From an optimization exercise on the open Yosys and OpenROAD flow, aimed at small area and a short achievable clock period; shortcuts taken in it are not production practice.
Function was checked by simulation only, so behaviour that the tests miss may differ from the original.
No activity file was given, so power comes from the tool's default toggle rates.

<file path="config.mk">
export PLATFORM = sky130hd
export DESIGN_NAME = divTop
export DESIGN_NICKNAME = divTop
export VERILOG_FILES = /design/flow/design.v
export SDC_FILE = /design/flow/constraint.sdc
export NUM_CORES = 4
export LEC_CHECK = 0
export CAP_MARGIN = 20
export CORE_MARGIN = 2
export CORE_UTILIZATION = 40
export CTS_BUF_LIST = sky130_fd_sc_hd__clkbuf_16
export CTS_CLUSTER_DIAMETER = 150
export CTS_CLUSTER_SIZE = 25
export SLEW_MARGIN = 20
</file>
<file path="constraint.sdc">
create_clock -name core_clock -period 11.0 [get_ports {clk}]
set_input_delay 2.2000 -clock core_clock [delete_from_list [all_inputs] [get_ports {clk}]]
set_output_delay 2.2000 -clock core_clock [all_outputs]
set_load 0.01 [all_outputs]
</file>
<file path="design.v">
`timescale 1ns/1ps
module divTop (
    input  logic        clk,
    input  logic        arstN,
    input  logic        inValid,
    input  logic [15:0] dividend,
    input  logic [15:0] divisor,
    output logic        outValid,
    output logic [15:0] quotient,
    output logic [15:0] remainder,
    output logic        err
);
    logic [14:0] am_c, dm_c;
    logic        neg_c, err_c;
    assign am_c  = dividend[15] ? (~dividend[14:0] + 15'd1) : dividend[14:0];
    assign dm_c  = divisor[15] ? (~divisor[14:0] + 15'd1) : divisor[14:0];
    assign neg_c = dividend[15] ^ divisor[15];
    assign err_c = (dividend == 16'h8000) || (divisor[14:0] == 15'd0);
    logic am14_c, dOne_c;
    assign am14_c = dividend[15] ? (~dividend[14] ^ (dividend[13:0] == 14'd0)) : dividend[14];
    assign dOne_c = (divisor == 16'h0001) || (divisor == 16'hffff);
    logic [0:0] qs0, r0;
    assign qs0 = am14_c & dOne_c;
    assign r0  = am14_c & ~dOne_c;
    logic [13:0] ar_1;
    assign ar_1 = am_c[13:0];
    logic v_1;
    always_ff @(posedge clk or negedge arstN)
        if (!arstN) v_1 <= 1'b0;
        else        v_1 <= inValid;
    logic [14:0] d_1;
    logic [13:0] a_1;
    logic [0:0] q_1;
    logic [0:0] r_1;
    logic [0:0] neg_1;
    logic [0:0] err_1;
    always_ff @(posedge clk) begin
        d_1 <= dm_c;
        a_1 <= ar_1;
        q_1 <= qs0;
        r_1 <= r0;
        neg_1 <= neg_c;
        err_1 <= err_c;
    end
    logic [1:0] s1;
    assign s1 = {r_1, a_1[13]};
    logic [2:0] t1;
    assign t1 = {1'b0, s1} - {1'b0, d_1[1:0]};
    logic qb1;
    assign qb1 = ~t1[2] & (d_1[14:2] == 13'd0);
    logic [1:0] r1;
    assign r1 = qb1 ? t1[1:0] : s1;
    logic [1:0] qs1;
    assign qs1 = {q_1, qb1};
    logic [2:0] s2;
    assign s2 = {r1, a_1[12]};
    logic [3:0] t2;
    assign t2 = {1'b0, s2} - {1'b0, d_1[2:0]};
    logic qb2;
    assign qb2 = ~t2[3] & (d_1[14:3] == 12'd0);
    logic [2:0] r2;
    assign r2 = qb2 ? t2[2:0] : s2;
    logic [2:0] qs2;
    assign qs2 = {qs1, qb2};
    logic [3:0] s3;
    assign s3 = {r2, a_1[11]};
    logic [4:0] t3;
    assign t3 = {1'b0, s3} - {1'b0, d_1[3:0]};
    logic qb3;
    assign qb3 = ~t3[4] & (d_1[14:4] == 11'd0);
    logic [3:0] r3;
    assign r3 = qb3 ? t3[3:0] : s3;
    logic [3:0] qs3;
    assign qs3 = {qs2, qb3};
    logic [10:0] ar_2;
    assign ar_2 = a_1[10:0];
    logic v_2;
    always_ff @(posedge clk or negedge arstN)
        if (!arstN) v_2 <= 1'b0;
        else        v_2 <= v_1;
    logic [14:0] d_2;
    logic [10:0] a_2;
    logic [3:0] q_2;
    logic [3:0] r_2;
    logic [0:0] neg_2;
    logic [0:0] err_2;
    always_ff @(posedge clk) begin
        d_2 <= d_1;
        a_2 <= ar_2;
        q_2 <= qs3;
        r_2 <= r3;
        neg_2 <= neg_1;
        err_2 <= err_1;
    end
    logic [4:0] s4;
    assign s4 = {r_2, a_2[10]};
    logic [5:0] t4;
    assign t4 = {1'b0, s4} - {1'b0, d_2[4:0]};
    logic qb4;
    assign qb4 = ~t4[5] & (d_2[14:5] == 10'd0);
    logic [4:0] r4;
    assign r4 = qb4 ? t4[4:0] : s4;
    logic [4:0] qs4;
    assign qs4 = {q_2, qb4};
    logic [5:0] s5;
    assign s5 = {r4, a_2[9]};
    logic [6:0] t5;
    assign t5 = {1'b0, s5} - {1'b0, d_2[5:0]};
    logic qb5;
    assign qb5 = ~t5[6] & (d_2[14:6] == 9'd0);
    logic [5:0] r5;
    assign r5 = qb5 ? t5[5:0] : s5;
    logic [5:0] qs5;
    assign qs5 = {qs4, qb5};
    logic [8:0] ar_3;
    assign ar_3 = a_2[8:0];
    logic v_3;
    always_ff @(posedge clk or negedge arstN)
        if (!arstN) v_3 <= 1'b0;
        else        v_3 <= v_2;
    logic [14:0] d_3;
    logic [8:0] a_3;
    logic [5:0] q_3;
    logic [5:0] r_3;
    logic [0:0] neg_3;
    logic [0:0] err_3;
    always_ff @(posedge clk) begin
        d_3 <= d_2;
        a_3 <= ar_3;
        q_3 <= qs5;
        r_3 <= r5;
        neg_3 <= neg_2;
        err_3 <= err_2;
    end
    logic [6:0] s6;
    assign s6 = {r_3, a_3[8]};
    logic [7:0] t6;
    assign t6 = {1'b0, s6} - {1'b0, d_3[6:0]};
    logic qb6;
    assign qb6 = ~t6[7] & (d_3[14:7] == 8'd0);
    logic [6:0] r6;
    assign r6 = qb6 ? t6[6:0] : s6;
    logic [6:0] qs6;
    assign qs6 = {q_3, qb6};
    logic [7:0] s7;
    assign s7 = {r6, a_3[7]};
    logic [8:0] t7;
    assign t7 = {1'b0, s7} - {1'b0, d_3[7:0]};
    logic qb7;
    assign qb7 = ~t7[8] & (d_3[14:8] == 7'd0);
    logic [7:0] r7;
    assign r7 = qb7 ? t7[7:0] : s7;
    logic [7:0] qs7;
    assign qs7 = {qs6, qb7};
    logic [6:0] ar_4;
    assign ar_4 = a_3[6:0];
    logic v_4;
    always_ff @(posedge clk or negedge arstN)
        if (!arstN) v_4 <= 1'b0;
        else        v_4 <= v_3;
    logic [14:0] d_4;
    logic [6:0] a_4;
    logic [7:0] q_4;
    logic [7:0] r_4;
    logic [0:0] neg_4;
    logic [0:0] err_4;
    always_ff @(posedge clk) begin
        d_4 <= d_3;
        a_4 <= ar_4;
        q_4 <= qs7;
        r_4 <= r7;
        neg_4 <= neg_3;
        err_4 <= err_3;
    end
    logic [8:0] s8;
    assign s8 = {r_4, a_4[6]};
    logic [9:0] t8;
    assign t8 = {1'b0, s8} - {1'b0, d_4[8:0]};
    logic qb8;
    assign qb8 = ~t8[9] & (d_4[14:9] == 6'd0);
    logic [8:0] r8;
    assign r8 = qb8 ? t8[8:0] : s8;
    logic [8:0] qs8;
    assign qs8 = {q_4, qb8};
    logic [9:0] s9;
    assign s9 = {r8, a_4[5]};
    logic [10:0] t9;
    assign t9 = {1'b0, s9} - {1'b0, d_4[9:0]};
    logic qb9;
    assign qb9 = ~t9[10] & (d_4[14:10] == 5'd0);
    logic [9:0] r9;
    assign r9 = qb9 ? t9[9:0] : s9;
    logic [9:0] qs9;
    assign qs9 = {qs8, qb9};
    logic [4:0] ar_5;
    assign ar_5 = a_4[4:0];
    logic v_5;
    always_ff @(posedge clk or negedge arstN)
        if (!arstN) v_5 <= 1'b0;
        else        v_5 <= v_4;
    logic [14:0] d_5;
    logic [4:0] a_5;
    logic [9:0] q_5;
    logic [9:0] r_5;
    logic [0:0] neg_5;
    logic [0:0] err_5;
    always_ff @(posedge clk) begin
        d_5 <= d_4;
        a_5 <= ar_5;
        q_5 <= qs9;
        r_5 <= r9;
        neg_5 <= neg_4;
        err_5 <= err_4;
    end
    logic [10:0] s10;
    assign s10 = {r_5, a_5[4]};
    logic [11:0] t10;
    assign t10 = {1'b0, s10} - {1'b0, d_5[10:0]};
    logic qb10;
    assign qb10 = ~t10[11] & (d_5[14:11] == 4'd0);
    logic [10:0] r10;
    assign r10 = qb10 ? t10[10:0] : s10;
    logic [10:0] qs10;
    assign qs10 = {q_5, qb10};
    logic [11:0] s11;
    assign s11 = {r10, a_5[3]};
    logic [12:0] t11;
    assign t11 = {1'b0, s11} - {1'b0, d_5[11:0]};
    logic qb11;
    assign qb11 = ~t11[12] & (d_5[14:12] == 3'd0);
    logic [11:0] r11;
    assign r11 = qb11 ? t11[11:0] : s11;
    logic [11:0] qs11;
    assign qs11 = {qs10, qb11};
    logic [2:0] ar_6;
    assign ar_6 = a_5[2:0];
    logic v_6;
    always_ff @(posedge clk or negedge arstN)
        if (!arstN) v_6 <= 1'b0;
        else        v_6 <= v_5;
    logic [14:0] d_6;
    logic [2:0] a_6;
    logic [11:0] q_6;
    logic [11:0] r_6;
    logic [0:0] neg_6;
    logic [0:0] err_6;
    always_ff @(posedge clk) begin
        d_6 <= d_5;
        a_6 <= ar_6;
        q_6 <= qs11;
        r_6 <= r11;
        neg_6 <= neg_5;
        err_6 <= err_5;
    end
    logic [12:0] s12;
    assign s12 = {r_6, a_6[2]};
    logic [13:0] t12;
    assign t12 = {1'b0, s12} - {1'b0, d_6[12:0]};
    logic qb12;
    assign qb12 = ~t12[13] & (d_6[14:13] == 2'd0);
    logic [12:0] r12;
    assign r12 = qb12 ? t12[12:0] : s12;
    logic [12:0] qs12;
    assign qs12 = {q_6, qb12};
    logic [13:0] s13;
    assign s13 = {r12, a_6[1]};
    logic [14:0] t13;
    assign t13 = {1'b0, s13} - {1'b0, d_6[13:0]};
    logic qb13;
    assign qb13 = ~t13[14] & (d_6[14:14] == 1'd0);
    logic [13:0] r13;
    assign r13 = qb13 ? t13[13:0] : s13;
    logic [13:0] qs13;
    assign qs13 = {qs12, qb13};
    logic [0:0] ar_7;
    assign ar_7 = a_6[0:0];
    logic v_7;
    always_ff @(posedge clk or negedge arstN)
        if (!arstN) v_7 <= 1'b0;
        else        v_7 <= v_6;
    logic [14:0] d_7;
    logic [0:0] a_7;
    logic [13:0] q_7;
    logic [13:0] r_7;
    logic [0:0] neg_7;
    logic [0:0] err_7;
    always_ff @(posedge clk) begin
        d_7 <= d_6;
        a_7 <= ar_7;
        q_7 <= qs13;
        r_7 <= r13;
        neg_7 <= neg_6;
        err_7 <= err_6;
    end
    logic [14:0] s14;
    assign s14 = {r_7, a_7[0]};
    logic [15:0] t14;
    assign t14 = {1'b0, s14} - {1'b0, d_7[14:0]};
    logic qb14;
    assign qb14 = ~t14[15];
    logic [14:0] r14;
    assign r14 = qb14 ? t14[14:0] : s14;
    logic [14:0] qs14;
    assign qs14 = {q_7, qb14};
    logic [15:0] qo_c;
    logic [15:0] z_c;
    assign z_c[0] = 1'b0;
    genvar gz;
    for (gz = 1; gz < 16; gz++) begin : gZ
        assign z_c[gz] = |qs14[gz-1:0];
    end
    assign qo_c = {1'b0, qs14} ^ ({16{neg_7}} & z_c);
    logic v_8;
    always_ff @(posedge clk or negedge arstN)
        if (!arstN) v_8 <= 1'b0;
        else        v_8 <= v_7;
    logic [15:0] qo_8;
    logic [14:0] r_8;
    logic [0:0] err_8;
    always_ff @(posedge clk) begin
        qo_8 <= qo_c;
        r_8 <= r14;
        err_8 <= err_7;
    end
    assign outValid  = v_8;
    assign quotient  = qo_8;
    assign remainder = {1'b0, r_8};
    assign err       = err_8;
endmodule
</file>
<file path="flow/run.sh">
#!/bin/bash
# Standard layout (the standard.sh), with timing repair aiming a few ns below the clock
# period (flow/margin.txt, passed as SETUP_SLACK_MARGIN) and any extra ORFS make variables
# listed one per line in flow/extra.txt. The whole output goes to standard_flow.log here.
set -euo pipefail
cd "$(dirname "$0")/.."
MARGIN=$(cat flow/margin.txt)
ARGS=()
if [[ -f flow/extra.txt ]]; then
  while IFS= read -r line; do
    [[ -n "$line" ]] && ARGS+=("$line")
  done < flow/extra.txt
fi
bash standard.sh "SETUP_SLACK_MARGIN=$MARGIN" "${ARGS[@]}" finish > standard_flow.log 2>&1
</file>
<file path="flow/extra.txt">
BUFFER_PORTS_ARGS=-buffer_cell sky130_fd_sc_hd__buf_2
ADDER_MAP_FILE=
</file>
<file path="flow/margin.txt">
7.5
</file>
<file path="standard.sh">
#!/bin/bash
# synth_recipe.tcl (not shown) runs the flow's synth.tcl, then flattens the netlist and writes it again
# the make line also repeats each setting of config.mk as NAME=value (left out here)
make -C /OpenROAD-flow-scripts/flow DESIGN_CONFIG=/design/flow/config.mk WORK_HOME=/design/flow/orfs CLKGATE_MAP_FILE= SYNTH_SCRIPT=/design/flow/synth_recipe.tcl "${@:-finish}"
</file>
==> reports/metrics.csv, run 1 <==
metric,value,unit
slew-limit-headroom,32.9,%
die_y,184,µm
grt_first_pass_wirelength,46100,µm
vias,9839,
synth_fp_nets,1375,
irDropWorstVdd,0.110,mV
fin_setup_tns,0,ns
outcome,"complete, no violations",
grt_antenna_before_repair,0,
area_delta_synth_final,30.5,%
tritoncts,done,
grt_start_max_net_pins,27,
nNetsFinal,1568,
finalHoldViolCount,0,
drive_above_1_share,33.1,%
core,32300,µm²
cts_buffers,16,
synth_edf_count,0,
initial_utilization,40.4,%
drv_slew,0,
path_class,reg2reg,
rsz0062_at_grt,true,
grt_pass1_vias,9665,
arrival,5.53,ns
drc,0,
skew,0.0174,ns
yosysWarnings,1,
avgSynthCellArea,9.72,µm²
crit_family,adder cells,
cp_data_required_time,11.43,ns
grt_overflow,0,
fmax,196,MHz
fin_crit_sh,46.3,%
io_pins,69,
synth_area,13000,µm²
p_per_area,197,nW/µm²
critPathLaunchType,flop,
cp_common_cell,maj3_2,
ys_seq_area_share,49.3,%
first_pass_iters,6,
ant_nets,0,
drt_iter0_drc,404,
timing.final.ws_setup,5.91,ns
synthArstFlopShare,2.51,%
endpoint_kind,flop,
place_ws,5.54,ns
avgViaCountPerCell,4.97,
worstMarginPinSlew,1.01,ns
antenna_cells,0,
grt.total_usage,16.5,%
dp_hpwl,19400,µm
crit_fanout,4,
avgRoutedWirePerCell,14.2,µm
setup_viol,0,
period_minus_slack,5.09,ns
slowest_stage,a221o_1,
place_inst,1812,
netlist_instances,1340,
synth_cell_types,74,
synth_seq_cells,319,
cts.sinks,319,
cts_buffer_depth,3,
yosys_most_used_dff,dfxtp_1,
insertion_delay,0.51,ns
place.gp.congestion,0.817,
nFillCells,2870,
stdcell_count,1978,
path_clk_slew,0.10,ns
cpPeakStageDelay,0.38,ns
holdCritPathClass,reg2reg,
crit_chain,nor2b_4 -> maj3_2 -> maj3_2 -> maj3_2 -> maj3_2 -> a221o_1 -> a211oi_2 -> o2111ai_2 -> maj3_2 -> maj3_2 -> maj3_2 -> maj3_2 -> maj3_2 -> o22ai_4 -> nand3_4 -> inv_4 -> and3_4 -> nor4_2 -> a211oi_2,
dieArea,34000,µm²
crit_buf_inv,1,
h-tree-depth,1,
die_w,184,µm
wirelength,28100,µm
port_buffers,67,
cts_root_buf,clkbuf_16,
num_rows,66,
maxCapViolCount,0,
p_leak,6.74,nW
==> power by group <==
part,switching [mW],internal (mW)
Clock,0.343,0.280
Combinational,0.597,0.652
Sequential,0.150,1.33
Total,1.09,2.26
==> cell usage after synthesis (9+ instances only) <==
library cell / count / area share [%]
nor2_1: 72 / 2.1
nand2b_1: 23 / 1.1
maj3_2: 9 / 0.78
o21ai_0: 48 / 1.8
a211oi_1: 14 / 0.81
o31ai_1: 23 / 1.3
nand3_1: 21 / 0.81
nor3_1: 16 / 0.61
or3_1: 10 / 0.48
a21oi_1: 31 / 1.2
or4_1: 12 / 0.69
nand2_1: 133 / 3.8
nor2b_1: 22 / 1.1
clkbuf_1: 34 / 0.98
xor2_1: 60 / 4.0
a211o_1: 10 / 0.67
or2_2: 10 / 0.48
a31oi_1: 12 / 0.58
xnor2_1: 178 / 12
maj3_1: 47 / 3.6
inv_1: 77 / 2.2
nor4_1: 13 / 0.62
dfxtp_1: 311 / 48
==> cell families after synthesis <==
group,count (synthesis),synth area share [%]
buffers and inverters,120,3.49
AOI/OAI and AO/OA,226,12.1
other,1,0.0288
xor gates and xnor gates,238,16.0
adders and majority gates,56,4.39
and+or+nand+nor,372,14.1
DFF,319,49.3
muxes,8,0.615
==> layout make-up <==
| class | count | area [µm²] | area share [%] |
|---|---|---|---|
| inverters | 81 | 322 | 1.89 |
| flip-flops and latches | 319 | 6500 | 38.2 |
| repair buffers | 214 | 1620 | 9.53 |
| multi-input cells | 901 | 7560 | 44.5 |
| well taps | 442 | 553 | 3.25 |
| clock buffers | 17 | 425 | 2.50 |
| clock inverters | 4 | 20.0 | 0.118 |
==> final timing paths <==
kind,startpoint,to,slack (ns),cells after the start
setup reg to reg,d_3[0]$_DFF_P_,r_4[1]$_DFF_P_,5.91,19
setup / recovery,d_3[0]$_DFF_P_,r_4[1]$_DFF_P_,5.91,19
max in group asynchronous,arstN,v_6$_DFF_PN0_,9.33,1
hold / removal,a_3[6]$_DFF_P_,a_4[6]$_DFF_P_,0.33,0
min in group asynchronous,arstN,v_1$_DFF_PN0_,1.52,1
hold reg to reg,a_3[6]$_DFF_P_,a_4[6]$_DFF_P_,0.33,0
==> metal layers <==
metal  wire length (µm)  GRT usage [%]  vias up
li1                   -              -     4936
met1              11300           18.3     4684
met2              15200           32.4      160
met3                721           1.78       59
met4                846           5.28        0
met5                  0              0        -
==> cell usage in the layout, fill, tap and decap left out, types with 20 or more instances in the layout <==
cell type	Yosys	layout
dfxtp_1	311	278
xnor2_1	178	157
buf_4	1	110
nand2_1	133	93
inv_1	77	77
buf_2	1	65
nor2_1	72	64
xor2_1	60	55
maj3_2	9	37
o21ai_0	48	36
buf_6	0	35
nand2_2	0	25
a21oi_1	31	22
nand3_1	21	20
xnor2_2	0	20
==> sequential cells by signal, summed over array words and instances (netlist names), 9 cells and up <==
register	count
d_3	15
d_5	15
d_1	15
r_8	15
r_7	14
a_1	14
d_2	15
a_3	9
r_6	12
d_7	15
d_6	15
d_4	15
q_6	12
r_5	10
qo_8	16
q_7	14
a_2	11
q_5	10
==> worst reg2reg max path: stages, from the launching register on <==
cell and delay (ns):
dfxtp_4 0.36, nor2b_4 0.12, maj3_2 0.30, maj3_2 0.32
maj3_2 0.32, maj3_2 0.31, a221o_1 0.38, a211oi_2 0.26
o2111ai_2 0.14, maj3_2 0.35, maj3_2 0.34, maj3_2 0.33
maj3_2 0.32, maj3_2 0.35, o22ai_4 0.18, nand3_4 0.11
inv_4 0.11, and3_4 0.19, nor4_2 0.04, a211oi_2 0.21
==> per-stage QoR <==
stage	power (mW)	utilization [%]	area, µm²	hold slack [ns]
finish	3.35	52.7	17000	0.325
CTS	3.27	50.6	16400	0.332
detailed placement	2.40	44.6	14400	0.312
floorplan	2.19	-	13700	0.310
global placement	2.38	44.6	14400	0.310
global route	3.55	52.7	17000	0.336
==> what timing repair did <==
| action | CTS | global route |
|---|---|---|
| setup buffers | 107 | 38 |
| hold buffers | 0 | 0 |
| gates resized for setup | 159 | 76 |
| endpoints found under the setup margin | 94 | 95 |
| pin swaps | 84 | 46 |
==> inputs of run 2 (changes only) <==
==> flow/extra.txt (replaced) <==
BUFFER_PORTS_ARGS=-buffer_cell sky130_fd_sc_hd__buf_2
==> flow/margin.txt (replaced) <==
7
==> reports/metrics.csv, run 2 <==
metric,value,unit,change
place.gp.congestion,0.789,,-3.4%
avgViaCountPerCell,4.86,,-2.2%
grt_first_pass_wirelength,42900,µm,-7.0%
first_pass_iters,4,,-2
synth_top_area_cell,dfxtp_1,,
drc,0,,unchanged
synth_top_area_share,45.6,%,-2.1 points
grt_pass1_vias,9308,,-3.7%
drv_slew,0,,unchanged
setup_viol,0,,unchanged
synth_fp_nets,1506,,+9.5%
avgRoutedWirePerCell,13.4,µm,-5.3%
fin_crit_sh,40.9,%,-5.4 points
path_class,reg2reg,,
slew-limit-headroom,42.3,%,+9.4 points
antenna_cells,0,,unchanged
avgSynthCellArea,10.2,µm²,+5.1%
grt.total_usage,14.3,%,-2.2 points
place_area,14700,µm²,+2.0%
grt_antenna_before_repair,0,,unchanged
ys_seq_area_share,47.1,%,-2.2 points
finalHoldViolCount,0,,unchanged
holdCritPathClass,reg2reg,,
core,33500,µm²,+3.9%
ant_nets,0,,unchanged
crit_fanout,6,,+2
cpPeakStageDelay,0.46,ns,+0.08 ns
insertion_delay,0.50,ns,about the same
cts_buffers,16,,unchanged
synth_seq_cells,319,,unchanged
die_y,189,µm,+2.3%
p_per_area,213,nW/µm²,+8.1%
cts.sinks,319,,unchanged
stdcell_count,1913,,-3.3%
cts_buffer_depth,3,,unchanged
period_minus_slack,4.49,ns,-0.599 ns
outcome,"complete, no violations",,
wirelength,25700,µm,-8.5%
crit_family,compound AO/OA/AOI/OAI gates,,
final_util,48.4,%,-4.3 points
synth_area,13600,µm²,+4.7%
netlist_instances,1335,,-0.37%
cp_data_required_time,11.40,ns,-0.03 ns
final_area,16200,µm²,-4.6%
initial_utilization,40.7,%,+0.32 points
cts_root_buf,clkbuf_16,,
slowest_stage,or4_4,,
drt_iter0_drc,277,,-31%
dp_hpwl,18600,µm,-4.1%
top_register,qo_8,,
arrival,4.90,ns,-0.63 ns
p_leak,7.11,nW,+5.5%
h-tree-depth,1,,unchanged
synth_cell_types,66,,-11%
yosys_most_used_dff,dfxtp_1,,
io_pins,69,,unchanged
num_rows,67,,+1.5%
grt_start_max_net_pins,32,,+19%
maxCapViolCount,0,,unchanged
grt_overflow,0,,unchanged
power,3.46,mW,+3.1%
place_inst,1836,,+1.3%
worstMarginPinSlew,0.859,ns,-0.146 ns
endpoint_kind,flop,,
tritoncts,done,,
synth_common_cells,"311 x dfxtp_1, 122 x ha_1, 114 x inv_1, 85 x nor2_1, 85 x xnor2_1",,
largest_reg_flops,16,,unchanged
crit_buf_inv,3,,+2
yosysWarnings,1,,unchanged
fmax,223,MHz,+13%
vias,9303,,-5.4%
area_delta_synth_final,18.9,%,
irDropWorstVdd,0.134,mV,+22%
layout_commonest_cell,dfxtp_1,,
fin_setup_tns,0,ns,unchanged
drive_above_1_share,22.0,%,-11 points
crit_chain,inv_4 -> ha_4 -> nor2b_4 -> o31a_1 -> or4_4 -> a221oi_4 -> a2111oi_4 -> buf_6 -> mux2_4 -> fa_2 -> nor2b_2 -> o31a_1 -> o211a_1 -> o21a_1 -> o21ai_2 -> a211oi_4 -> buf_6 -> mux2_4,,
port_buffers,67,,unchanged
synthArstFlopShare,2.51,%,unchanged
critPathLaunchType,flop,,
dieArea,35600,µm²,+4.6%
mostFrequentLayoutCells,"304 x dfxtp_1, 112 x inv_1, 107 x ha_1",,
skew,0.0195,ns,+0.00210 ns
rsz0062_at_grt,true,,
synth.most_common_cell,dfxtp_1,,
die_w,189,µm,+2.3%
nNetsFinal,1634,,+4.2%
path_clk_slew,0.10,ns,about the same
synth_edf_count,0,,unchanged
synth_area_leaders,"dfxtp_1 46%, ha_1 11%, xnor2_1 5.5%",,
-- run 2: changes by cell type after synthesis, sizes merged, moves of 21 or more --
cell and delta:
nand2 -63, xor2 -31, maj3 -56, mux2 +58, xnor2 -93, o21ai +30, clkbuf -21, ha +122
a21oi +51, inv +35
-- run 2: cell families (layout without fill, tap and decap cells) --
kind of cell    Yosys count  count (layout)  share of synthesized area (%)
compound gates          279             280                           13.0
buf+inv                 133             261                           3.76
fa+ha+maj               136             136                           13.2
simple gates            287             288                           10.2
mux                      66              66                           5.37
flops                   319             319                           47.1
other cells               1               1                         0.0275
xor+xnor                114             114                           7.32
-- run 2: worst paths after layout --
check                           cells past startpoint             end  slack, ns            from
worst max register to register                     18  r_7[3]$_DFF_P_       6.51  d_6[1]$_DFF_P_
worst min-delay path                                0  q_7[4]$_DFF_P_       0.32  q_6[2]$_DFF_P_
worst max-delay path                               18  r_7[3]$_DFF_P_       6.51  d_6[1]$_DFF_P_
worst min register to register                      0  q_7[4]$_DFF_P_       0.32  q_6[2]$_DFF_P_
max in group asynchronous                           1   v_2$_DFF_PN0_       9.33           arstN
min in group asynchronous                           1   v_6$_DFF_PN0_       1.51           arstN
-- run 2: per-stage QoR --
| stage | worst slack, ns | hold slack, ns |
|---|---|---|
| finish | 6.51 | 0.323 |
| global route | 6.36 | 0.328 |
| CTS | 6.60 | 0.326 |
| detailed placement | 6.05 | 0.312 |
| global placement | 6.16 | 0.310 |
| floorplan | 6.62 | 0.310 |
-- run 2: cell type report --
cell class,count,area [µm²]
Clock buffer,17,425
Clock inverter,3,16.3
Fill cell,3073,17300
Inverter,115,442
Multi-Input combinational cell,885,7450
Sequential cell,319,6440
Tap cell,448,561
Timing Repair Buffer,126,882
-- run 2: what timing repair did --
item	CTS	global route
resized for setup	75	58
pin swaps	27	15
setup endpoints to repair	60	56
buffers inserted	37	14
gates cloned	5	1
hold endpoints to repair	0	0
hold buffers	0	0
-- run 2: power breakdown --
group	switching [mW]	total, mW	internal (mW)
registers	0.0806	1.41	1.33
clock network	0.350	0.629	0.280
logic	0.721	1.41	0.691
-- run 2: layer usage --
layer | global-route usage [%] | up-vias | routed length (µm)
li1 | - | 4833 | -
met1 | 16.2 | 4302 | 10900
met2 | 27.4 | 119 | 13300
met3 | 1.96 | 49 | 693
met4 | 4.45 | 0 | 772
met5 | 0 | - | 0
==> inputs of run 3 (changes only) <==
==> flow/margin.txt (replaced) <==
7.5
--- a/config.mk
+++ b/config.mk
@@ -5,6 +5,7 @@
 export SDC_FILE = /design/flow/constraint.sdc
 export NUM_CORES = 4
 export LEC_CHECK = 0
+export ABC_AREA = 1
 export CAP_MARGIN = 20
 export CORE_MARGIN = 2
 export CORE_UTILIZATION = 40
@@ -12,3 +13,4 @@
 export CTS_CLUSTER_DIAMETER = 150
 export CTS_CLUSTER_SIZE = 25
 export SLEW_MARGIN = 20
+export TNS_END_PERCENT = 10
==> reports/metrics.csv, run 3 <==
metric,value,unit,change
outcome,"complete, no violations",,
ys_seq_area_share,41.8,%,-5.3 points
seqCellArea,6450,µm²,about the same
insertion_delay,0.50,ns,about the same
arrival,3.67,ns,-1.23 ns
initial_utilization,40.7,%,about the same
path_class,reg2reg,,
multiInputGateArea,7930,µm²,+6.4%
avgSynthCellArea,7.85,µm²,-23%
largest_reg_flops,16,,unchanged
cts_root_buf,clkbuf_16,,
grt_pass1_vias,11600,,+24%
synth_fp_nets,2130,,+41%
fin_crit_sh,29.9,%,-11 points
synth_edf_count,0,,unchanged
fin_setup_tns,0,ns,unchanged
area_delta_synth_final,10.7,%,
tritoncts,done,,
worstHoldPathCells,0,,unchanged
slew-limit-headroom,33.6,%,-8.7 points
fmax,304,MHz,+36%
hold_slack,0.325,ns,+0.00214 ns
synth.most_common_cell,nand2_1,,
period_minus_slack,3.29,ns,-1.20 ns
synth_xor_area_share,5.35,%,-2.0 points
synth_area,15400,µm²,+13%
maxCapViolCount,0,,unchanged
skew,0.0241,ns,+0.00457 ns
place_inst,2520,,+37%
grt_first_pass_wirelength,56000,µm,+31%
r2r_end,r_7[12]$_DFF_P_,,
setup_viol,0,,unchanged
hp-start,a_5[0]$_DFF_P_,,
cts.sinks,319,,unchanged
die_y,200,µm,+6.0%
holdCritPathClass,reg2reg,,
port_buffers,67,,unchanged
core,37800,µm²,+13%
finalHoldViolCount,0,,unchanged
grt_antenna_before_repair,0,,unchanged
crit_fanout,15,,+9
ant_nets,0,,unchanged
min_to,a_6[0]$_DFF_P_,,
rsz0062_at_grt,true,,
wirelength,34300,µm,+33%
avgViaCountPerCell,4.71,,-3.0%
dieArea,40000,µm²,+12%
synth_top_area_cell,dfxtp_1,,
cts_buffer_depth,3,,unchanged
synth-compound-area-share,6.28,%,-6.7 points
layout_commonest_cell,nand2_1,,
dp_hpwl,28200,µm,+52%
top_register,qo_8,,
synth-simple-area-share,26.4,%,+16 points
synth_seq_cells,319,,unchanged
synth_common_cells,"503 x nand2_1, 311 x dfxtp_1, 295 x inv_1, 151 x nand3_1, 122 x ha_1",,
num_rows,71,,+6.0%
drt_iter0_drc,537,,+94%
drive_above_1_share,9.81,%,-12 points
yosys.area_share.adder,11.8,%,-1.5 points
stdcell_count,2549,,+33%
synth_mux_area_share,0,%,-5.4 points
cts_buffers,16,,unchanged
drc,0,,unchanged
yosysWarnings,1,,unchanged
synth_top_family_by_area,simple AND/OR/NAND/NOR gates,,
r2r_slack,7.71,ns,+1.20 ns
first_pass_iters,5,,+1
grt_start_max_net_pins,27,,-16%
p_per_area,204,nW/µm²,-4.3%
r2r_start,d_6[5]$_DFF_P_,,
antenna_cells,0,,unchanged
vias,12000,,+29%
cp_data_required_time,11.38,ns,-0.02 ns
place.gp.congestion,0.909,,+15%
rr_worst_depth,21,,+3
path_clk_slew,0.11,ns,about the same
grt.total_usage,17.3,%,+3.0 points
nFillCells,3730,,+21%
critPathLaunchType,flop,,
synth_top_area_share,40.5,%,-5.1 points
nNetsFinal,2208,,+35%
avgRoutedWirePerCell,13.4,µm,about the same
h-tree-depth,1,,unchanged
drv_slew,0,,unchanged
synthArstFlopShare,2.51,%,unchanged
synth_area_leaders,"dfxtp_1 40%, nand2_1 12%, ha_1 9.9%",,
endpoint_kind,flop,,
mostFrequentLayoutCells,"498 x nand2_1, 297 x dfxtp_1, 291 x inv_1",,
p_leak,8.70,nW,+22%
die_w,200,µm,+6.0%
synth_cell_types,49,,-26%
worstMarginPinSlew,0.987,ns,+0.128 ns
grt_overflow,0,,unchanged
yosys_most_used_dff,dfxtp_1,,
netlist_instances,1959,,+47%
io_pins,69,,unchanged
irDropWorstVdd,0.0895,mV,-33%
[run 3: cell count changes after synthesis, moves of 20 or more]
cell / previous run / this run
o21ai_0: 76 / 49
and2_1: 4 / 49
o21a_1: 22 / 0
mux2_2: 58 / 0
nand2_2: 0 / 27
xnor2_1: 85 / 45
nand3_1: 15 / 151
nand2_1: 70 / 503
nor2b_1: 23 / 0
xor2_1: 29 / 49
nand4_1: 3 / 34
inv_1: 114 / 295
[run 3: metal layers]
| metal | share of wire (%) | GRT usage (%) |
|---|---|---|
| met2 | 47 | 31.1 |
| met1 | 46 | 21.8 |
| met4 | 3.6 | 5.82 |
| met5 | 0 | 0 |
| met3 | 3.2 | 1.70 |
[run 3: how the worst max path moves through the flow]
stage	startpoint	to	cells past startpoint	slack, ns
after floorplan	divisor[1]	d_1[12]$_DFF_P_	8	7.65
after global placement	divisor[1]	d_1[12]$_DFF_P_	9	7.28
after detailed placement	divisor[1]	d_1[12]$_DFF_P_	9	7.30
after CTS	d_4[1]$_DFF_P_	r_5[1]$_DFF_P_	19	7.41
after global routing	d_6[5]$_DFF_P_	r_7[7]$_DFF_P_	21	7.46
final	d_6[5]$_DFF_P_	r_7[12]$_DFF_P_	21	7.71
[run 3: cell type report]
type	instances	area share (%)
clock inverters	2	0.0735
clock buffers	17	2.50
inverters	304	6.82
repair buffers	73	2.31
multi-input cells	1323	46.6
flip-flops and latches	319	37.9
well taps	511	3.76
[run 3: power breakdown]
group	switching, mW	internal (mW)	total [mW]
sequential	0.0941	1.33	1.43
combinational	0.872	0.542	1.41
clock	0.345	0.279	0.624
total	1.31	2.16	3.47
[run 3: logic make-up after synthesis]
group / count (synthesis)
adder cells (fa/ha/maj): 136
AO/OA/AOI/OAI: 173
other: 1
AND/OR/NAND/NOR: 915
buffers and inverters: 321
XOR/XNOR: 94
flip-flops: 319
[run 3: worst max-delay path, cell delays in order (launching register included)]
cell and delay [ns]:
dfxtp_2 0.38, inv_1 0.08, ha_1 0.36, nand2_1 0.11
nor2_1 0.13, and2_1 0.14, nand2_1 0.06, nand2_2 0.11
nand2_8 0.11, clkinv_8 0.13, nand2_1 0.07, and2_1 0.14
ha_1 0.35, nand2_1 0.09, o21ai_2 0.19, nand2_1 0.09
nand2_2 0.08, nand2_2 0.11, nand2_2 0.12, nand2_4 0.12
nand3_1 0.16, nand2_1 0.07
[run 3: per-stage QoR]
step | setup WS (ns) | util, % | instance area [µm²] | total power [mW]
after floorplan | 7.65 | - | 15400 | 2.48
after global placement | 7.28 | 42.9 | 16200 | 2.81
after detailed placement | 7.30 | 42.9 | 16200 | 2.82
after CTS | 7.41 | 44.1 | 16700 | 3.46
after global routing | 7.46 | 45.1 | 17000 | 3.77
final | 7.71 | 45.1 | 17000 | 3.47
[run 3: timing repair]
item                                    CTS  global route
endpoints found under the setup margin   26            53
cloned                                    0             4
hold buffers                              0             0
pin swaps                                 0             6
setup buffers                             0             6
gates resized for setup                   5            67
==> inputs of run 4 (changes only) <==
==> flow/margin.txt (replaced) <==
7.8
==> reports/metrics.csv, run 4 <==
metric,value,unit,change
fin_setup_tns,0,ns,unchanged
place.gp.congestion,0.942,,+3.7%
cts_root_buf,clkbuf_16,,
path_class,reg2reg,,
hp-start,a_6[0]$_DFF_P_,,
yosysWarnings,1,,unchanged
synth-simple-area-share,26.4,%,unchanged
synth_area,15400,µm²,unchanged
avgRoutedWirePerCell,14.2,µm,+5.5%
timing.final.ws_setup,7.78,ns,+0.0732 ns
cts.sinks,319,,unchanged
fin_crit_sh,29.3,%,-0.67 points
holdCritPathClass,reg2reg,,
grt_pass1_vias,11700,,+1.4%
period_minus_slack,3.22,ns,-0.0732 ns
grt.total_usage,17.7,%,+0.32 points
insertion_delay,0.52,ns,+0.02 ns
avgViaCountPerCell,4.81,,+2.0%
port_buffers,67,,unchanged
crit_fanout,5,,-10
die_w,200,µm,unchanged
p_per_area,203,nW/µm²,-0.19%
synth_area_leaders,"dfxtp_1 40%, nand2_1 12%, ha_1 9.9%",,
synth_top_area_share,40.5,%,unchanged
use_met2,32.2,%,+1.1 points
mostFrequentLayoutCells,"482 x nand2_1, 285 x dfxtp_1, 266 x inv_1",,
final_area,18000,µm²,+6.0%
endpoint_kind,flop,,
irDropWorstVdd,0.0941,mV,+5.1%
synth_edf_count,0,,unchanged
grt_antenna_before_repair,0,,unchanged
fmax,311,MHz,+2.3%
antenna_cells,0,,unchanged
synth-compound-area-share,6.28,%,unchanged
synth_fp_nets,2130,,unchanged
drt_iter0_drc,675,,+26%
crit_path_end,r_6[1]$_DFF_P_,,
r2r_start,a_5[4]$_DFF_P_,,
worstMarginPinSlew,1.12,ns,+0.128 ns
tritoncts,done,,
skew,0.0290,ns,+0.00493 ns
finalHoldViolCount,0,,unchanged
largest_reg_flops,16,,unchanged
hold_slack,0.320,ns,-0.00515 ns
drive_above_1_share,17.0,%,+7.2 points
synth_mux_area_share,0,%,unchanged
grt_overflow,0,,unchanged
synth_seq_cells,319,,unchanged
maxCapViolCount,0,,unchanged
ant_nets,0,,unchanged
p_leak,8.94,nW,+2.8%
die_y,200,µm,unchanged
cp_data_required_time,11.47,ns,+0.09 ns
drc,0,,unchanged
crit_chain,inv_1 -> ha_2 -> fa_2 -> buf_4 -> xor2_1 -> nand3_1 -> and2_1 -> ha_4 -> nand2_1 -> o21ai_2 -> nand2_1 -> nand2_2 -> nand2_1 -> nand2_4 -> nand2_4 -> or2_1 -> nand2_1,,
slew-limit-headroom,25.0,%,-8.6 points
grt_use_met3,2.07,%,+0.37 points
ctsHoldBuffers,0,,unchanged
cts_buffers,16,,unchanged
first_pass_iters,6,,+1
critPathLaunchType,flop,,
core,37800,µm²,unchanged
arrival,3.69,ns,+0.02 ns
vias,12400,,+3.1%
outcome,"complete, no violations",,
avgSynthCellArea,7.85,µm²,unchanged
grt_start_max_net_pins,27,,unchanged
synth_top_area_cell,dfxtp_1,,
slowest_stage,fa_2,,
dieArea,40000,µm²,unchanged
ys_seq_area_share,41.8,%,unchanged
multiInputGateArea,8680,µm²,+9.4%
path_clk_slew,0.11,ns,about the same
layout_commonest_cell,nand2_1,,
cpPeakStageDelay,0.46,ns,+0.08 ns
yosys.area_share.adder,11.8,%,unchanged
top_register,qo_8,,
num_rows,71,,unchanged
synth_top_family_by_area,simple AND/OR/NAND/NOR gates,,
rsz0062_at_grt,true,,
io_pins,69,,unchanged
grt_use_met1,21.2,%,-0.59 points
cp_common_cell,nand2_1,,
yosys_most_used_dff,dfxtp_1,,
setup_viol,0,,unchanged
nFillCells,3670,,-1.6%
synth_xor_area_share,5.35,%,unchanged
place_ws,7.31,ns,+0.0166 ns
top_usage_layer,met2,,
seqCellArea,6470,µm²,+0.39%
synth_common_cells,"503 x nand2_1, 311 x dfxtp_1, 295 x inv_1, 151 x nand3_1, 122 x ha_1",,
synth_cell_types,49,,unchanged
dp_hpwl,28600,µm,+1.3%
nNetsFinal,2236,,+1.3%
wirelength,36500,µm,+6.7%
grt_first_pass_wirelength,56600,µm,+1.0%
synth.most_common_cell,nand2_1,,
rr_worst_depth,17,,-19%
cts_buffer_depth,3,,unchanged
startpoint,a_5[4]$_DFF_P_,,
area_delta_synth_final,17.3,%,
h-tree-depth,1,,unchanged
drv_slew,0,,unchanged
initial_utilization,40.7,%,unchanged
r2r_slack,7.78,ns,+0.07 ns
netlist_instances,1959,,unchanged
r2r_end,r_6[1]$_DFF_P_,,
synthArstFlopShare,2.51,%,unchanged
place_area,16200,µm²,about the same
run 4: cell counts after synthesis:
Identical to the previous run, type by type.
run 4: per-stage QoR:
stage | util, % | instances | power, mW
after floorplan | - | 1959 | 2.48
after global placement | 43.0 | 2520 | 2.81
after detailed placement | 43.0 | 2520 | 2.82
after CTS | 45.5 | 2550 | 3.56
after global routing | 47.8 | 2578 | 3.96
final | 47.8 | 2578 | 3.67
run 4: worst max-delay path: cells and delay by family, from the launching register on:
family / cells / cell delay [ns]
AND/OR/NAND/NOR: 10 / 1.34
adder cells (fa/ha/maj): 3 / 0.97
buffers and inverters: 2 / 0.24
flip-flops: 1 / 0.33
AO/OA/AOI/OAI: 1 / 0.18
XOR/XNOR: 1 / 0.14
run 4: cell type report:
type                            instances  area share, %
Timing Repair Buffer                   98           3.39
Sequential cell                       319           35.9
Clock buffer                           17           2.36
Multi-Input combinational cell       1325           48.1
Tap cell                              511           3.54
Clock inverter                          3          0.208
Timing Repair inverter                  1         0.0347
Inverter                              304           6.47
run 4: metal layers:
| metal | wire [µm] | part of all wire (%) |
|---|---|---|
| met3 | 1210 | 3.3 |
| met1 | 16000 | 44 |
| met2 | 17800 | 49 |
| met4 | 1490 | 4.1 |
| met5 | 0 | 0 |
run 4: cell families after synthesis:
family / Yosys count
simple gates: 915
xor+xnor: 94
buf+inv: 321
flops: 319
compound gates: 173
other cells: 1
fa+ha+maj: 136
run 4: worst min-delay path by stage:
stage / to / slack (ns) / cells after the start
finish: a_7$_DFF_P_ / 0.32 / 0
global route: neg_7$_DFF_P_ / 0.34 / 0
CTS: a_7$_DFF_P_ / 0.33 / 0
detailed placement: a_3[1]$_DFF_P_ / 0.31 / 0
global placement: a_2[1]$_DFF_P_ / 0.31 / 0
floorplan: a_2[0]$_DFF_P_ / 0.31 / 0
run 4: where the power goes:
part / leakage, nW / total (mW) / switching [mW] / internal [mW]
registers: 2.69 / 1.44 / 0.101 / 1.34
clock network: 0.231 / 0.653 / 0.351 / 0.302
logic: 6.01 / 1.58 / 0.943 / 0.635
run 4: timing repair:
item / CTS / global route
gates cloned: 3 / 5
setup endpoints to repair: 56 / 60
pin swaps: 9 / 43
gates resized for setup: 77 / 146
setup buffers: 7 / 23
==> inputs of run 5 (changes only) <==
==> flow/extra.txt (replaced) <==
BUFFER_PORTS_ARGS=-buffer_cell sky130_fd_sc_hd__buf_2
SYNTH_OPERATIONS_ARGS=-booth
==> flow/margin.txt (replaced) <==
7.5
--- a/config.mk
+++ b/config.mk
@@ -13,4 +13,3 @@
 export CTS_CLUSTER_DIAMETER = 150
 export CTS_CLUSTER_SIZE = 25
 export SLEW_MARGIN = 20
-export TNS_END_PERCENT = 10
==> reports/metrics.csv, run 5 <==
metric,value,unit,change
outcome,"complete, no violations",,
die_y,188,µm,-5.9%
power,3.30,mW,-10%
r2r_slack,7.10,ns,-0.68 ns
drc,0,,unchanged
r2r_end,r_7[10]$_DFF_P_,,
finalHoldViolCount,0,,unchanged
critPathLaunchType,flop,,
area_delta_synth_final,26.0,%,
vias,9488,,-23%
min_to,a_4[3]$_DFF_P_,,
io_pins,69,,unchanged
holdCritPathClass,reg2reg,,
worstHoldPathCells,0,,unchanged
period_minus_slack,3.90,ns,+0.682 ns
synth_seq_cells,319,,unchanged
drive_above_1_share,29.9,%,+13 points
yosys_most_used_dff,dfxtp_1,,
initial_utilization,40.6,%,-0.11 points
fin_crit_sh,35.5,%,+6.2 points
wirelength,27700,µm,-24%
synth_edf_count,0,,unchanged
grt_start_max_net_pins,35,,+30%
drv_slew,0,,unchanged
yosysWarnings,1,,unchanged
mostFrequentLayoutCells,"292 x dfxtp_1, 248 x nand2_1, 186 x inv_1",,
place_ws,6.59,ns,-0.720 ns
fin_setup_tns,0,ns,unchanged
nFillCells,2989,,-19%
cts_buffers,16,,unchanged
grt_antenna_before_repair,2,,+2
rr_worst_depth,26,,+9
place_inst,1947,,-23%
hp-start,a_3[3]$_DFF_P_,,
synth_fp_nets,1666,,-22%
first_pass_iters,4,,-2
port_buffers,67,,unchanged
cts_buffer_depth,3,,unchanged
skew,0.0151,ns,-0.0139 ns
final_util,51.2,%,+3.4 points
synth_top_area_cell,dfxtp_1,,
place_area,14600,µm²,-9.9%
irDropWorstVdd,0.0923,mV,-1.9%
drt_iter0_drc,459,,-32%
cts.sinks,319,,unchanged
ant_nets,0,,unchanged
dp_hpwl,19900,µm,-30%
path_clk_slew,0.10,ns,about the same
synth_area_leaders,"dfxtp_1 46%, ha_1 11%, fa_1 9.3%",,
timing.final.ws_setup,7.10,ns,-0.682 ns
worstMarginPinSlew,0.874,ns,-0.242 ns
core,33400,µm²,-11%
p_leak,8.07,nW,-9.7%
avgRoutedWirePerCell,13.3,µm,-5.9%
layout_commonest_cell,dfxtp_1,,
num_rows,67,,-5.6%
r2r_start,d_6[0]$_DFF_P_,,
p_per_area,193,nW/µm²,-5.2%
cp_data_required_time,11.40,ns,-0.07 ns
fmax,256,MHz,-17%
arrival,4.30,ns,+0.61 ns
slew-limit-headroom,41.3,%,+16 points
setup_viol,0,,unchanged
h-tree-depth,1,,unchanged
antenna_cells,0,,unchanged
nNetsFinal,1837,,-18%
ys_seq_area_share,47.3,%,+5.5 points
cts_root_buf,clkbuf_16,,
crit_fanout,6,,+1
ctsHoldBuffers,0,,unchanged
synth_common_cells,"322 x nand2_1, 311 x dfxtp_1, 223 x inv_1, 114 x ha_1, 72 x nand3_1",,
synthArstFlopShare,2.51,%,unchanged
synth.most_common_cell,nand2_1,,
path_class,reg2reg,,
netlist_instances,1454,,-26%
rsz0062_at_grt,true,,
avgViaCountPerCell,4.58,,-4.8%
hold_slack,0.318,ns,-0.00227 ns
grt.total_usage,15.3,%,-2.4 points
top_register,qo_8,,
grt_pass1_vias,9486,,-19%
final_area,17100,µm²,-5.1%
synth_cell_types,51,,+4.1%
die_w,188,µm,-5.9%
grt_overflow,0,,unchanged
place.gp.congestion,0.813,,-14%
insertion_delay,0.51,ns,about the same
grt_first_pass_wirelength,44900,µm,-21%
synth_area,13600,µm²,-12%
avgSynthCellArea,9.34,µm²,+19%
synth_top_area_share,45.8,%,+5.3 points
tritoncts,done,,
dieArea,35500,µm²,-11%
largest_reg_flops,16,,unchanged
endpoint_kind,flop,,
stdcell_count,2073,,-20%
maxCapViolCount,0,,unchanged
==> run 5: cell count changes in the layout (fill, tap and decap cells not counted), moves of 19 or more <==
cell / previous run / this run
and2_1: 47 / 1
fa_1: 8 / 32
fa_2: 6 / 31
nand2_2: 36 / 61
nand2_1: 482 / 248
nand4_1: 34 / 6
buf_4: 28 / 85
ha_4: 47 / 28
nor2_1: 99 / 56
inv_1: 266 / 186
xnor2_1: 44 / 24
nand3_1: 144 / 46
a21oi_1: 62 / 25
==> run 5: area by class of cell <==
| type | instances | area [µm²] | area share [%] |
|---|---|---|---|
| timing repair buffer | 168 | 1190 | 6.96 |
| inverter | 227 | 890 | 5.20 |
| clock buffer | 17 | 425 | 2.49 |
| tap | 448 | 561 | 3.28 |
| clock inverter | 1 | 8.76 | 0.0512 |
| multi-input combinational | 891 | 7560 | 44.2 |
| timing repair inverter | 2 | 15.0 | 0.0877 |
| sequential | 319 | 6460 | 37.8 |
==> run 5: cells by family after synthesis <==
| family | share of synthesized area [%] |
|---|---|
| flops | 47.3 |
| compound gates | 5.35 |
| mux | 0.0737 |
| fa+ha+maj | 19.8 |
| buf+inv | 7.17 |
| simple gates | 15.8 |
| other cells | 0.0276 |
| xor+xnor | 4.51 |
==> run 5: timing repair <==
item                       4_1_cts  5_1_grt
pin swaps                       66       90
setup endpoints to repair       61       63
gates resized for setup        166      147
buffers inserted                54       45
gates cloned                     5        4
==> run 5: power breakdown <==
part	switching, mW	total [mW]	internal (mW)
combinational	0.689	1.26	0.575
clock	0.348	0.626	0.279
sequential	0.0876	1.41	1.32
==> run 5: worst max-delay path by stage <==
stage | startpoint | end | slack [ns] | depth (start not counted)
floorplan | d_6[0]$_DFF_P_ | r_7[13]$_DFF_P_ | 7.38 | 27
global placement | d_6[2]$_DFF_P_ | r_7[11]$_DFF_P_ | 6.69 | 26
detailed placement | d_6[0]$_DFF_P_ | r_7[13]$_DFF_P_ | 6.59 | 25
CTS | d_6[0]$_DFF_P_ | r_7[12]$_DFF_P_ | 7.13 | 27
global route | d_6[3]$_DFF_P_ | r_7[10]$_DFF_P_ | 6.89 | 26
finish | d_6[0]$_DFF_P_ | r_7[10]$_DFF_P_ | 7.10 | 26
==> run 5: routing by layer <==
metal,vias to the layer above,part of all wire (%),track usage (%)
met3,45,3.4,2.29
met2,138,52,28.6
met1,4440,42,18.3
met4,0,2.3,3.69
li1,4865,-,-
met5,-,0,0
==> run 5: critical path, stage by stage (launching register included) <==
cell and delay, ns:
dfxtp_4 0.39, ha_4 0.13, inv_2 0.04, fa_2 0.36, nand3_2 0.08, nand2_2 0.07
nand3_2 0.07, nand2_2 0.06, nand3_2 0.06, nand2_2 0.06, inv_2 0.08, o21ai_4 0.07
fa_2 0.40, nand3_4 0.19, inv_6 0.08, o21ai_4 0.15, inv_2 0.07, ha_4 0.28
nand2_4 0.06, nor2_4 0.13, nand3_4 0.09, nand2_4 0.10, a31oi_4 0.09, fa_2 0.52
inv_1 0.04, nand3_1 0.06, nand2_1 0.07
==> inputs of run 6 (changes only) <==
==> flow/extra.txt (replaced) <==
BUFFER_PORTS_ARGS=-buffer_cell sky130_fd_sc_hd__buf_2
--- a/config.mk
+++ b/config.mk
@@ -8,7 +8,7 @@
 export ABC_AREA = 1
 export CAP_MARGIN = 20
 export CORE_MARGIN = 2
-export CORE_UTILIZATION = 40
+export CORE_UTILIZATION = 50
 export CTS_BUF_LIST = sky130_fd_sc_hd__clkbuf_16
 export CTS_CLUSTER_DIAMETER = 150
 export CTS_CLUSTER_SIZE = 25
==> reports/metrics.csv, run 6 <==
metric,value,unit,change
fmax,301,MHz,+17%
ant_nets,0,,unchanged
worstMarginPinSlew,1.05,ns,+0.172 ns
dp_hpwl,28600,µm,+44%
yosys_most_used_dff,dfxtp_1,,
drive_above_1_share,9.54,%,-20 points
skew,0.0228,ns,+0.00765 ns
period_minus_slack,3.32,ns,-0.580 ns
synth_top_area_cell,dfxtp_1,,
grt.total_usage,21.8,%,+6.5 points
synth_fp_nets,2130,,+28%
wirelength,35400,µm,+28%
rsz0062_at_grt,true,,
cts_buffers,16,,unchanged
irDropWorstVdd,0.0928,mV,+0.55%
grt_antenna_before_repair,0,,-2
cpPeakStageDelay,0.37,ns,-0.15 ns
die_y,179,µm,-4.7%
stdcell_count,2429,,+17%
grt_first_pass_wirelength,55500,µm,+24%
dieArea,32200,µm²,-9.3%
place_area,16100,µm²,+10%
maxCapViolCount,0,,unchanged
die_w,179,µm,-4.7%
cts_root_buf,clkbuf_16,,
drc,0,,unchanged
first_pass_iters,6,,+2
drt_iter0_drc,618,,+35%
outcome,"complete, no violations",,
holdCritPathClass,reg2reg,,
nNetsFinal,2203,,+20%
path_class,reg2reg,,
area_delta_synth_final,9.94,%,
port_buffers,67,,unchanged
top_register,qo_8,,
crit_buf_inv,2,,-3
slew-limit-headroom,29.7,%,-12 points
arrival,3.72,ns,-0.58 ns
fin_setup_tns,0,ns,unchanged
final_area,16900,µm²,-1.2%
avgViaCountPerCell,4.96,,+8.3%
power,3.50,mW,+6.2%
grt_pass1_vias,11300,,+20%
endpoint_kind,flop,,
finalHoldViolCount,0,,unchanged
p_leak,8.68,nW,+7.5%
avgRoutedWirePerCell,14.6,µm,+9.1%
critPathLaunchType,flop,,
h-tree-depth,1,,unchanged
mostFrequentLayoutCells,"498 x nand2_1, 302 x dfxtp_1, 291 x inv_1",,
synth.most_common_cell,nand2_1,,
synth_area,15400,µm²,+13%
grt_overflow,0,,unchanged
cts.sinks,319,,unchanged
synth_cell_types,49,,-3.9%
hold_slack,0.326,ns,+0.00862 ns
insertion_delay,0.51,ns,about the same
synth_area_leaders,"dfxtp_1 40%, nand2_1 12%, ha_1 9.9%",,
crit_family,simple AND/OR/NAND/NOR gates,,
layout_commonest_cell,nand2_1,,
tritoncts,done,,
setup_viol,0,,unchanged
vias,12000,,+27%
drv_slew,0,,unchanged
slowest_stage,dfxtp_2,,
synthArstFlopShare,2.51,%,unchanged
synth_seq_cells,319,,unchanged
yosysWarnings,1,,unchanged
antenna_cells,0,,unchanged
p_per_area,207,nW/µm²,+7.5%
cp_data_required_time,11.39,ns,about the same
synth_common_cells,"503 x nand2_1, 311 x dfxtp_1, 295 x inv_1, 151 x nand3_1, 122 x ha_1",,
path_clk_slew,0.11,ns,about the same
io_pins,69,,unchanged
netlist_instances,1959,,+35%
initial_utilization,50.5,%,+9.9 points
place_inst,2405,,+24%
synth_top_area_share,40.5,%,-5.3 points
synth_edf_count,0,,unchanged
grt_start_max_net_pins,27,,-23%
largest_reg_flops,16,,unchanged
ys_seq_area_share,41.8,%,-5.5 points
crit_fanout,14,,+8
place.gp.congestion,0.953,,+17%
avgSynthCellArea,7.85,µm²,-16%
cts_buffer_depth,3,,unchanged
crit_chain,inv_1 -> ha_1 -> nand2_1 -> nor2_1 -> and2_1 -> nand2_1 -> nand2_2 -> nand2_8 -> clkinv_8 -> nand2_1 -> and2_1 -> ha_1 -> nand2_1 -> o21ai_2 -> nand2_1 -> nand2_2 -> nand2_2 -> nand2_4 -> nand2_4 -> nand3_1 -> nand2_1,,
core,30400,µm²,-9.0%
fin_crit_sh,30.2,%,-5.3 points
num_rows,64,,-4.5%
cp_common_cell,nand2_1,,
run 6: changes by cell type after synthesis, sizes merged, moves of 28 or more:
cell	previous run	this run
a21oi	37	77
and2	2	49
fa	63	14
inv	226	303
nand2	331	531
nand3	73	154
nand4	6	34
nor2	62	105
run 6: path summary, 6_finish.rpt:
| check | slack [ns] | end | cells after the start | from |
|---|---|---|---|---|
| max | 7.68 | r_7[12]$_DFF_P_ | 21 | d_6[8]$_DFF_P_ |
| min in group asynchronous | 1.53 | v_2$_DFF_PN0_ | 1 | arstN |
| min reg2reg | 0.33 | q_7[9]$_DFF_P_ | 0 | q_6[7]$_DFF_P_ |
| max reg2reg | 7.68 | r_7[12]$_DFF_P_ | 21 | d_6[8]$_DFF_P_ |
| min | 0.33 | q_7[9]$_DFF_P_ | 0 | q_6[7]$_DFF_P_ |
| max in group asynchronous | 9.32 | v_4$_DFF_PN0_ | 1 | arstN |
run 6: cell families after synthesis:
family,count (synthesis),share of synthesized area (%)
xor gates and xnor gates,94,5.35
other,1,0.0244
adders and majority gates,136,11.8
AOI/OAI and AO/OA,173,6.28
DFF,319,41.8
and+or+nand+nor,915,26.4
buffers and inverters,321,8.35
run 6: layout make-up:
cell class	count	area [µm²]
Sequential cell	319	6440
Clock buffer	17	425
Timing Repair Buffer	69	363
Tap cell	396	495
Inverter	304	1160
Clock inverter	2	12.5
Multi-Input combinational cell	1322	8010
Fill cell	2923	13500
run 6: what timing repair did:
item / in CTS / in global routing
setup endpoints to repair: 17 / 52
hold buffers: 0 / 0
gates cloned: 0 / 3
gates resized for setup: 6 / 68
pin swaps: 0 / 6
setup buffers: 0 / 2
run 6: power breakdown:
part | switching [mW] | internal (mW)
logic | 0.889 | 0.552
clock network | 0.350 | 0.279
registers | 0.0998 | 1.33
run 6: stage by stage:
step                util [%]  setup WS [ns]
floorplan                  -           7.65
global placement        52.8           7.41
detailed placement      52.8           7.36
CTS                     54.3           7.51
global route            55.6           7.47
finish                  55.6           7.68
run 6: per-layer routing:
metal / up-vias / part of all wire (%) / track usage [%]
li1: 6337 / - / -
met1: 5404 / 47 / 28.8
met2: 258 / 47 / 37.8
met3: 46 / 3.9 / 2.53
met4: 0 / 2.4 / 5.65
met5: - / 0 / 0
==> inputs of run 7 (changes only) <==
--- a/config.mk
+++ b/config.mk
@@ -8,7 +8,7 @@
 export ABC_AREA = 1
 export CAP_MARGIN = 20
 export CORE_MARGIN = 2
-export CORE_UTILIZATION = 50
+export CORE_UTILIZATION = 60
 export CTS_BUF_LIST = sky130_fd_sc_hd__clkbuf_16
 export CTS_CLUSTER_DIAMETER = 150
 export CTS_CLUSTER_SIZE = 25
==> reports/metrics.csv, run 7 <==
metric,value,unit,change
nNetsFinal,2211,,+0.36%
initial_utilization,61.1,%,+11 points
rsz0062_at_grt,false,,
synth_top_area_cell,dfxtp_1,,
drc,0,,unchanged
place_area,16000,µm²,-0.51%
period_minus_slack,3.36,ns,+0.0383 ns
ctsHoldBuffers,0,,unchanged
cts_buffer_depth,3,,unchanged
cts.sinks,319,,unchanged
arrival,3.75,ns,+0.03 ns
synth_edf_count,0,,unchanged
tritoncts,done,,
die_w,164,µm,-8.5%
core,25200,µm²,-17%
synth_area_leaders,"dfxtp_1 40%, nand2_1 12%, ha_1 9.9%",,
synth.most_common_cell,nand2_1,,
fin_setup_tns,0,ns,unchanged
worstMarginPinSlew,1.04,ns,-0.00930 ns
ant_nets,0,,unchanged
path_clk_slew,0.09,ns,-0.02 ns
insertion_delay,0.50,ns,about the same
p_int,2.17,mW,about the same
avgViaCountPerCell,5.13,,+3.4%
yosys_most_used_dff,dfxtp_1,,
grt_start_max_net_pins,27,,unchanged
avgRoutedWirePerCell,14.5,µm,-0.26%
fin_crit_sh,30.5,%,+0.35 points
p_seq_share,41.1,%,+0.2 points
holdCritPathClass,reg2reg,,
top_register,qo_8,,
synth_fp_nets,2130,,unchanged
cp_data_required_time,11.39,ns,about the same
p_per_area,207,nW/µm²,about the same
drive_above_1_share,9.95,%,+0.40 points
area_delta_synth_final,9.74,%,
fmax,298,MHz,-1.1%
slew-limit-headroom,30.9,%,+1.2 points
synth_common_cells,"503 x nand2_1, 311 x dfxtp_1, 295 x inv_1, 151 x nand3_1, 122 x ha_1",,
path_class,reg2reg,,
irDropWorstVdd,0.177,mV,+91%
mostFrequentLayoutCells,"498 x nand2_1, 303 x dfxtp_1, 292 x inv_1",,
grt_overflow,0,,unchanged
synthArstFlopShare,2.51,%,unchanged
grt.total_usage,25.4,%,+3.6 points
ys_seq_area_share,41.8,%,unchanged
dieArea,26900,µm²,-16%
final_area,16900,µm²,-0.19%
endpoint_kind,flop,,
grt_antenna_before_repair,0,,unchanged
synth_seq_cells,319,,unchanged
outcome,"complete, no violations",,
p_sw,1.33,mW,-0.73%
finalHoldViolCount,0,,unchanged
maxCapViolCount,0,,unchanged
cts_root_buf,clkbuf_16,,
synth_cell_types,49,,unchanged
yosysWarnings,1,,unchanged
dp_hpwl,27800,µm,-2.9%
vias,12200,,+0.90%
first_pass_iters,6,,unchanged
final_util,67.0,%,+11 points
grt_pass1_vias,11500,,+1.2%
drt_iter0_drc,725,,+17%
setup_viol,0,,unchanged
crit_fanout,13,,-1
netlist_instances,1959,,unchanged
drv_slew,0,,unchanged
p_comb_share,41.2,%,about the same
wirelength,34400,µm,-2.6%
p_leak,8.70,nW,+0.28%
place.gp.congestion,0.952,,-0.17%
num_rows,58,,-9.4%
cts_buffers,16,,unchanged
largest_reg_flops,16,,unchanged
avgSynthCellArea,7.85,µm²,unchanged
critPathLaunchType,flop,,
layout_commonest_cell,nand2_1,,
h-tree-depth,1,,unchanged
p_clk_share,17.7,%,-0.3 points
switching_share,38.0,%,-0.17 points
io_pins,69,,unchanged
synth_top_area_share,40.5,%,unchanged
port_buffers,67,,unchanged
die_y,164,µm,-8.5%
synth_area,15400,µm²,unchanged
skew,0.0174,ns,-0.00536 ns
grt_first_pass_wirelength,54900,µm,-1.1%
antenna_cells,0,,unchanged
## run 7: cell count changes in the layout (fill, tap and decap cells not counted), moves of 2 or more
cell and change:
dfxtp_2 -3, buf_4 +8, nor2_2 +2, a21oi_2 +3, ha_2 +3, ha_4 -2, dfxtp_4 +2, a21oi_1 -3
## run 7: layer usage
| metal | routed length, µm | global-route usage [%] |
|---|---|---|
| met1 | 15700 | 33.1 |
| met2 | 16300 | 45.2 |
| met3 | 1320 | 2.15 |
| met4 | 1090 | 6.74 |
| met5 | 0 | 0 |
## run 7: power by group through the flow
| stage | registers (mW) | clock network, mW | logic [mW] |
|---|---|---|---|
| finish | 1.43 | 0.619 | 1.44 |
| CTS | 1.43 | 0.633 | 1.37 |
| global placement | 1.46 | 0 | 1.34 |
| global route | 1.45 | 0.671 | 1.63 |
| floorplan | 1.44 | 0 | 1.03 |
| detailed placement | 1.46 | 0 | 1.36 |
## run 7: logic make-up (layout without fill, tap and decap cells)
logic type               after synthesis  in the layout  synth area share (%)
AO/OA/AOI/OAI                        173            173                  6.28
adder cells (fa/ha/maj)              136            136                  11.8
buffers and inverters                321            400                  8.35
XOR/XNOR                              94             94                  5.35
other                                  1              1                0.0244
AND/OR/NAND/NOR                      915            918                  26.4
flip-flops                           319            319                  41.8
## run 7: worst max-delay path, stage by stage (launching register included)
cell and delay (ns):
dfxtp_1 0.40, inv_1 0.10, ha_2 0.39, nand2_1 0.08
o21ai_2 0.21, nand4_1 0.14, nand2_2 0.15, nand2_2 0.14
inv_2 0.13, nand2_1 0.08, and2_1 0.14, ha_1 0.34
inv_1 0.08, o21bai_1 0.20, a31oi_1 0.11, nand2_1 0.13
nand2_4 0.13, o21ai_0 0.30
## run 7: timing repair
action | 4_1_cts | 5_1_grt
cloned | 0 | 3
pin swaps | 0 | 8
resized for setup | 8 | 67
setup buffers | 0 | 10
endpoints found under the setup margin | 34 | 53
## run 7: cell type report
class	count	area, µm²
clock buffer	17	425
clock inverter	2	12.5
fill	2124	8310
inverter	304	1160
multi-input combinational	1322	7990
sequential	319	6440
tap	330	413
timing repair buffer	77	423
## run 7: final timing paths
| path | endpoint | depth (start not counted) | slack (ns) | start |
|---|---|---|---|---|
| max | r_4[3]$_DFF_P_ | 17 | 7.64 | d_3[2]$_DFF_P_ |
| min | a_6[2]$_DFF_P_ | 0 | 0.33 | a_5[2]$_DFF_P_ |
| max reg2reg | r_4[3]$_DFF_P_ | 17 | 7.64 | d_3[2]$_DFF_P_ |
| min reg2reg | a_6[2]$_DFF_P_ | 0 | 0.33 | a_5[2]$_DFF_P_ |
| max in group asynchronous | v_5$_DFF_PN0_ | 1 | 9.32 | arstN |
| min in group asynchronous | v_8$_DFF_PN0_ | 1 | 1.53 | arstN |
## run 7: per-stage QoR
step | instances | total power, mW | worst slack (ns) | hold slack, ns
finish | 2371 | 3.49 | 7.64 | 0.328
floorplan | 1959 | 2.48 | 7.65 | 0.310
global placement | 2339 | 2.80 | 7.38 | 0.310
detailed placement | 2339 | 2.82 | 7.36 | 0.312
global route | 2371 | 3.75 | 7.47 | 0.334
CTS | 2358 | 3.44 | 7.51 | 0.327

re-timing with driven ports:
Ports are ideal in the flow. The routed layouts listed here were re-timed in OpenROAD.
Step 1: set_driving_cell puts a clkbuf_16 on clk and a buf_2 on each other input, an assumption about the parent block.
Step 2 adds t to the input delays and takes it off the output delays; t is the mean of the earliest and latest rising clock arrival at the registers after step 1. Input paths then give back, and output paths get back, about the clock's delay inside the block.
Three values: no drivers, after step 1, after step 2; two values: the first two.
run | t, ns | slack for setup (ns) | hold WS [ns]
run 1 | 0.550 | 5.907 / 5.907 / 5.907 | 0.325 / 0.325 / 0.325
run 2 | 0.542 | 6.506 / 6.506 / 6.506 | 0.323 / 0.323 / 0.323
run 3 | 0.543 | 7.707 / 7.707 / 7.325 | 0.325 / 0.325 / 0.325
run 4 | 0.558 | 7.780 / 7.753 / 7.458 | 0.320 / 0.320 / 0.320
run 5 | 0.551 | 7.099 / 7.099 / 7.099 | 0.318 / 0.318 / 0.318
run 6 | 0.548 | 7.679 / 7.679 / 7.365 | 0.326 / 0.326 / 0.326
run 7 | 0.541 | 7.641 / 7.641 / 7.387 | 0.328 / 0.328 / 0.328
After both steps setup and hold are still met in every run listed. For run 3, which loses most, drivers alone change the setup slack by 0.000 ns; drivers and shift together by -0.382 ns.
